Source: an optimization exercise on an open RTL-to-GDS flow (aim: small area). Production flows keep margins and buffers that such runs may drop.
Function was checked by simulation only, so behaviour that the tests miss may differ from the original.

## run 1
## sprite_compositor
module sprite_compositor #(
  parameter int unsigned         NUM_OBJ  = 4,
  parameter int unsigned         COORD_W  = 10,
  parameter int unsigned         COLOR_W  = 24,
  parameter logic [COLOR_W-1:0]  BG_COLOR = '0
) (
  input  logic                         clk_i,
  input  logic                         reset_i,
  input  logic [COORD_W-1:0]           pixel_x_i,
  input  logic [COORD_W-1:0]           pixel_y_i,
  input  logic                         display_enable_i,
  input  logic                         frame_start_i,
  input  logic                         color_mode_i,
  input  logic [NUM_OBJ*COORD_W-1:0]   obj_x_i,
  input  logic [NUM_OBJ*COORD_W-1:0]   obj_y_i,
  input  logic [NUM_OBJ*COORD_W-1:0]   obj_w_i,
  input  logic [NUM_OBJ*COORD_W-1:0]   obj_h_i,
  input  logic [NUM_OBJ-1:0]           obj_circle_i,
  input  logic [NUM_OBJ*COLOR_W-1:0]   obj_color_i,
  input  logic [NUM_OBJ-1:0]           obj_en_i,
  output logic [COLOR_W-1:0]           rgb_o,
  output logic                         rgb_valid_o,
  output logic [NUM_OBJ-1:0]           hit_o,
  output logic [NUM_OBJ-1:0]           overlap_flags_o
);
For scale: roughly 2900 cells after synthesis, ~320 I/O pins.
==> flow/config.mk <==
export PLATFORM = sky130hd
export DESIGN_NAME = sprite_compositor
export DESIGN_NICKNAME = sprite_compositor
export VERILOG_FILES = /design/flow/design.v
export SDC_FILE = /design/flow/constraint.sdc
export NUM_CORES = 4
export LEC_CHECK = 0
export CAP_MARGIN = 20
export CORE_MARGIN = 2
export CORE_UTILIZATION = 65
export GPL_TIMING_DRIVEN = 0
export PLACE_DENSITY = 0.75
export SETUP_SLACK_MARGIN = 0.1
export SLEW_MARGIN = 20
export SYNTH_HIERARCHICAL = 1
export SYNTH_MINIMUM_KEEP_SIZE = 0
==> flow/constraint.sdc <==
create_clock -name core_clock -period 9.0 [get_ports {clk_i}]
set_input_delay 1.8000 -clock core_clock [delete_from_list [all_inputs] [get_ports {clk_i}]]
set_output_delay 1.8000 -clock core_clock [all_outputs]
set_load 0.01 [all_outputs]
standard.sh (not shown) runs the stock make flow with config.mk's settings and CLKGATE_MAP_FILE= SYNTH_SCRIPT=/design/flow/synth_recipe.tcl, a recipe that flattens the netlist after the stock synthesis.
==> flow/flow/run.sh <==
#!/bin/bash
# The standard layout, with plain buf_1 cells as the port buffers
# (instead of the default choice, clkdlybuf4s50_1).
set -euo pipefail
export BUFFER_PORTS_ARGS="-buffer_cell sky130_fd_sc_hd__buf_1"
bash standard.sh > standard.log 2>&1
In summary, run 1 completed successfully, with a layout that passed the timing, design-rule and antenna checks.
diff inputs: run 1 => run 2
- SETUP_SLACK_MARGIN: 0.1 -> unset
### Flow results
- Looking at slowest cell on the critical path, the sky130_fd_sc_hd__fa_1 result is from run 1; the sky130_fd_sc_hd__xnor2_1 one comes from run 2.
- Cmp run 2 vs run 1: non-clock buffer count lower in run 2
- Looking at run 1 and run 2, the routed via count divided by cell count is a wash.
- From run 1 to run 2 the numbers moved as follows: sequential share of layout area ~0 delta, final hold slack held.
### run 2 -> run 3
- swapping 0.75 for 0.82 in PLACE_DENSITY
- putting CTS_CLUSTER_DIAMETER at 100 where nothing was set
- putting SETUP_SLACK_MARGIN at 0.1 where nothing was set
- swapping 65 for 75 in CORE_UTILIZATION
- putting CTS_CLUSTER_SIZE at 24 where nothing was set
[summary]
Taking run 2 as the reference, in run 3 die area fell 7000 sq um, standard-cell row count fell 7.2%, area after detailed placement fell about 0.46%. On worst hold-check slack, run 2 tracks run 3 almost exactly. | final critical delay including setup and external delays | lower: run 2 |. The first-pass GRT wire length of run 3 is higher than that of run 2. Compared with run 2, run 3 shows final design instance area without fill lower by about 1.7%. Compared with run 2, in run 3 sequential share of layout area increased 0.48 points; count of placed standard cells including taps decreased 90.

* * *

== job 7679 ==
Another version of the RTL of sprite_compositor (not shown whole).
For scale: about 2700 cells after synthesis, roughly 370 flip-flops, ~320 I/O pins, about 32000 um2 of cells after synthesis.
Settings: LEC_CHECK=0, CAP_MARGIN=20, CORE_MARGIN=2, CORE_UTILIZATION=85, CTS_CLUSTER_DIAMETER=100, CTS_CLUSTER_SIZE=24, GPL_TIMING_DRIVEN=0, PLACE_DENSITY=0.92, SETUP_SLACK_MARGIN=0.1, SLEW_MARGIN=20, SYNTH_HIERARCHICAL=1, SYNTH_MINIMUM_KEEP_SIZE=0; clock period 9.0 ns.
Scripts as last shown in full above: flow/flow/run.sh
The flow ended early for job 7679: it failed with a tool error in 5_1_grt.
What job 5445 does differently from job 7679 at the input level:
- swapping 0.92 for 0.75 in PLACE_DENSITY
- swapping 85 for 65 in CORE_UTILIZATION
--- outcome ---
From job 5445 to job 7679, boundary pin count did not move at all. Diff job 7679 -> job 5445: height of the die has increased, number of buffers created by CTS has remained practically unchanged, last weighted congestion value of the routability-driven placer has decreased. Apart from job 7679, each of job 7679 and job 5445 ends the flow with a layout that passes the timing, design-rule and antenna checks. Status(job 7679) = ERROR, stage = 5_1_grt. Of job 7679 and job 5445, job 7679 shows the higher post-CTS setup repair buffer count, with job 5445 below it. Lower number of instances resized during post-cts repair was reported by job 5445, not job 7679. Between job 7679 and job 5445, the difference in number of flops mapped to enable cells by yosys is negligible. Width of the die grows by more than 10% when moving from job 7679 to job 5445. Going from job 7679 to job 5445, area after synthesis saw little to no change; number of distinct library cells after synthesis saw little to no change.
### job 5445 -> job 2108
- changing CTS_CLUSTER_DIAMETER from 100 to 70
- setting CTS_BUF_LIST to sky130_fd_sc_hd__clkbuf_8 sky130_fd_sc_hd__clkbuf_16 for the first time
- changing CTS_CLUSTER_SIZE from 24 to 20
[summary]
- Status: worst hold slack parity (job 2108, job 5445)
- Diff job 5445 -> job 2108: area of all placed cells without fillers shows an increase of 0.73%; placer's final routability congestion estimate shows no meaningful change; required time at the endpoint of the critical path shows an increase of 0.04 ns; final cell count shows an increase of about 0.37%.
Relative to job 2108, the following input files were edited for job 9980:
- a change of CORE_UTILIZATION from 65 to 75
- a change of CTS_CLUSTER_DIAMETER from 70 to 100
- a deleted CTS_BUF_LIST that had been sky130_fd_sc_hd__clkbuf_8 sky130_fd_sc_hd__clkbuf_16
- a change of PLACE_DENSITY from 0.75 to 0.82
- a change of CTS_CLUSTER_SIZE from 20 to 24
### Flow results
- Job 2108: flow completed, timing, DRC and antenna clean
- Job 9980 went all the way through the flow, and no timing, DRC or antenna check failed.
- There was hardly any difference in area of the multi-input gates between job 9980 and job 2108.
- Higher largest fanout on the critical path among job 9980 and job 2108: job 2108
- Slowest stage cell on the critical path: sky130_fd_sc_hd__a222oi_1 -> job 2108, sky130_fd_sc_hd__xor2_1 -> job 9980
- Critical path depth: job 9980 and job 2108 compared, higher one is job 9980

[what the ideal ports hide]
Ports are ideal in the flow. The routed layouts listed here were re-timed in OpenROAD.
Step 1 sets driving cells, clkbuf_16 on the clock port and buf_2 on the other inputs (assumed; they add their load-dependent delay and slew).
Step 2 also shifts input and output timing later by t, the mid clock arrival at the registers, as if the neighbouring blocks saw the same clock.
Slacks: ideal ports / drivers / drivers and shift; pairs: ideal ports / drivers.
| run | t, ns | setup WS [ns] | clock arrival spread, ns | worst register clock-pin slew, ns | worst data-port slew with drivers (ns) |
|---|---|---|---|---|---|
| run 1 | 0.653 | 0.333 / 0.374 / -0.279 | 0.028 / 0.028 | 0.07 / 0.07 | 0.12 |
| run 2 | 0.649 | 0.195 / 0.232 / -0.416 | 0.032 / 0.031 | 0.07 / 0.07 | 0.12 |
| run 3 | 0.645 | 0.186 / 0.223 / -0.422 | 0.054 / 0.055 | 0.10 / 0.10 | 0.18 |
| job 5445 | 0.615 | 0.172 / 0.204 / -0.411 | 0.021 / 0.021 | 0.10 / 0.10 | 0.11 |
| job 2108 | 0.655 | 0.163 / 0.194 / -0.461 | 0.021 / 0.021 | 0.08 / 0.08 | 0.11 |
| job 9980 | 0.648 | 0.151 / 0.189 / -0.459 | 0.027 / 0.026 | 0.10 / 0.10 | 0.12 |
Met with ideal ports but missed after step 2: setup timing in every run listed. For job 2108, which loses most, drivers alone change the setup slack by +0.031 ns; drivers and shift together by -0.624 ns.
